This design comes from an exercise in tuning for a short achievable clock period and few clock cycles on the open sky130 flow, not from production work.
Function was checked by simulation only, so behaviour that the tests miss may differ from the original.
Power figures rest on the tool's default switching activity, not on a simulated workload.

Setup of rev 12:
Design rv_core, start of the top module:
module rv_core (
    input  logic             clk,
    input  logic             reset,
    output logic             imem_req,
    output logic [32-1:0] imem_addr,
    input  logic [32-1:0] imem_data,
    output logic             dmem_read,
    output logic             dmem_write,
    output logic [32-1:0] dmem_addr,
    output logic [32-1:0] dmem_wdata,
    input  logic [32-1:0] dmem_rdata
);
    logic             req_q;
    logic [31:0]      pc_f;
    logic [31:0]      iaddr_q;    
    localparam int    NBT = 8;
    logic [NBT-1:0]   bt_v;
    logic [9:0]       bt_tag [NBT];
    logic [31:0]      bt_tgt [NBT];
    logic [2:0]       bt_rr;
    logic             up_ok;
    logic             up_isbr;
    logic             up_bhit;
    logic             up_tok;
    logic             up_set;
    logic             up_clr;
    logic             up_new;
    logic [2:0]       up_idx;
    logic [9:0]       up_tag;
    logic [31:0]      up_tgt;
    logic [NBT-1:0]   bw_set;
    logic [NBT-1:0]   bw_clr;
    logic [9:0]       bw_tag;
    logic [31:0]      bw_tgt;
    logic             rq;
    logic             rq_tk;
  ...
Size: about 10000 cells after synthesis, roughly 170 I/O pins.
==> flow/config.mk <==
export PLATFORM = sky130hd
export DESIGN_NAME = rv_core
export DESIGN_NICKNAME = rv_core
export VERILOG_FILES = /design/flow/design.v
export SDC_FILE = /design/flow/constraint.sdc
export NUM_CORES = 4
export LEC_CHECK = 0
export ABC_CLOCK_PERIOD_IN_PS = 3000
export CAP_MARGIN = 20
export CORE_MARGIN = 2
export CORE_UTILIZATION = 40
export SLEW_MARGIN = 20
export SYNTH_HIERARCHICAL = 1
==> flow/constraint.sdc <==
create_clock -name core_clock -period 10.0 [get_ports {clk}]
set_input_delay 2.0000 -clock core_clock [delete_from_list [all_inputs] [get_ports {clk}]]
set_output_delay 2.0000 -clock core_clock [all_outputs]
set_load 0.01 [all_outputs]
standard.sh (not shown) runs the stock make flow with config.mk's settings and CLKGATE_MAP_FILE= SYNTH_SCRIPT=/design/flow/synth_recipe.tcl, a recipe that flattens the netlist after the stock synthesis.
==> flow/flow/run.sh <==
#!/bin/bash
# The standard layout (standard.sh: ORFS with the standard flow's synthesis script), with
#  - Yosys's full-adder extraction left out, so the prefix adders keep their structure;
#  - plain buf_4 cells as the port buffers;
#  - one more design repair after global routing's timing repair (flow/post_grt.tcl).
# The SDC, the clock period and the IO constraints are the standard flow's and are not touched.
set -euo pipefail
cd "$(dirname "${BASH_SOURCE[0]}")/.."
bash standard.sh SETUP_SLACK_MARGIN=6.4 TNS_END_PERCENT=100 ADDER_MAP_FILE= \
    "BUFFER_PORTS_ARGS=-buffer_cell sky130_fd_sc_hd__buf_4" \
    "POST_GLOBAL_ROUTE_TCL=$PWD/flow/post_grt.tcl" finish > flow_standard.log 2>&1
==> flow/flow/post_grt.tcl <==
# Sourced by ORFS's global_route.tcl (POST_GLOBAL_ROUTE_TCL) after its timing repair.
# Timing repair may leave a net at its capacitance or slew limit by the global-route
# estimate, which the final extraction can then put just over. Repair the design once
# more with the usual margins, place the new cells and route the changed nets, the
# same steps ORFS takes after its own repairs.
log_cmd estimate_parasitics -global_routing
log_cmd repair_design -verbose -cap_margin 20 -slew_margin 20
log_cmd global_route -start_incremental
log_cmd detailed_placement
log_cmd global_route -end_incremental
log_cmd estimate_parasitics -global_routing
Testbench counts of rev 12, summed over its fixed seeds: cycles 236,108.
Changes in rev 13 relative to rev 12:
diff --git a/flow/flow/run.sh b/flow/flow/run.sh
--- a/flow/flow/run.sh
+++ b/flow/flow/run.sh
@@ -4,2 +4 @@
-#  - plain buf_4 cells as the port buffers;
-#  - one more design repair after global routing's timing repair (flow/post_grt.tcl).
+#  - plain buf_4 cells as the port buffers.
@@ -10,2 +9 @@
-    "BUFFER_PORTS_ARGS=-buffer_cell sky130_fd_sc_hd__buf_4" \
-    "POST_GLOBAL_ROUTE_TCL=$PWD/flow/post_grt.tcl" finish > flow_standard.log 2>&1
+    "BUFFER_PORTS_ARGS=-buffer_cell sky130_fd_sc_hd__buf_4" finish > flow_standard.log 2>&1
removed: flow/flow/post_grt.tcl
## What came out
Between rev 13 and rev 12, the difference in clock latency on the worst-skew pair is negligible. Delta (rev 13 minus rev 12): sequential share of layout area stayed essentially flat, combined area of the multi-input logic cells closely matched the old numbers, cell area roughly the same. Changes observed in rev 13 relative to rev 12: register clock-pin slew on the reported worst setup and hold paths closely matched the old numbers; sequential cell count of the final layout ~0 delta; worst setup slack after layout closely matched the old numbers; power comparable. On number of filler cells placed in the layout, rev 13 and rev 12 are basically level. Worst-case hold slack | rev 13 above rev 12. The final critical-path share of the clock period of rev 12 and that of rev 13 are within noise of each other.

[static timing again, ports no longer ideal]
The results above use ideal ports. As a check the final layouts listed here were re-extracted and re-timed, cells and wires unchanged.
Step 1: set_driving_cell puts a clkbuf_16 on clk and a buf_2 on each other input, an assumption about the parent block.
Step 2 times the ports against the registers' clock, not the clock port: input delays grow and output delays shrink by t, the midpoint of the rising clock arrivals with the driver on.
Three values: ideal, step 1, step 2; two values: the first two.
run	t, ns	setup WS [ns]	latest minus earliest clock arrival (ns)	slew at the worst register clock pin (ns)	pins driven straight from the clock port
rev 12	0.994	6.104 / 6.139 / 5.184	0.113 / 0.114	0.07 / 0.07	1
rev 13	0.996	6.101 / 6.165 / 5.179	0.113 / 0.113	0.07 / 0.07	1
After both steps every run listed still meets setup and hold. For rev 13, which loses most, drivers alone change the setup slack by +0.064 ns; drivers and shift together by -0.922 ns.
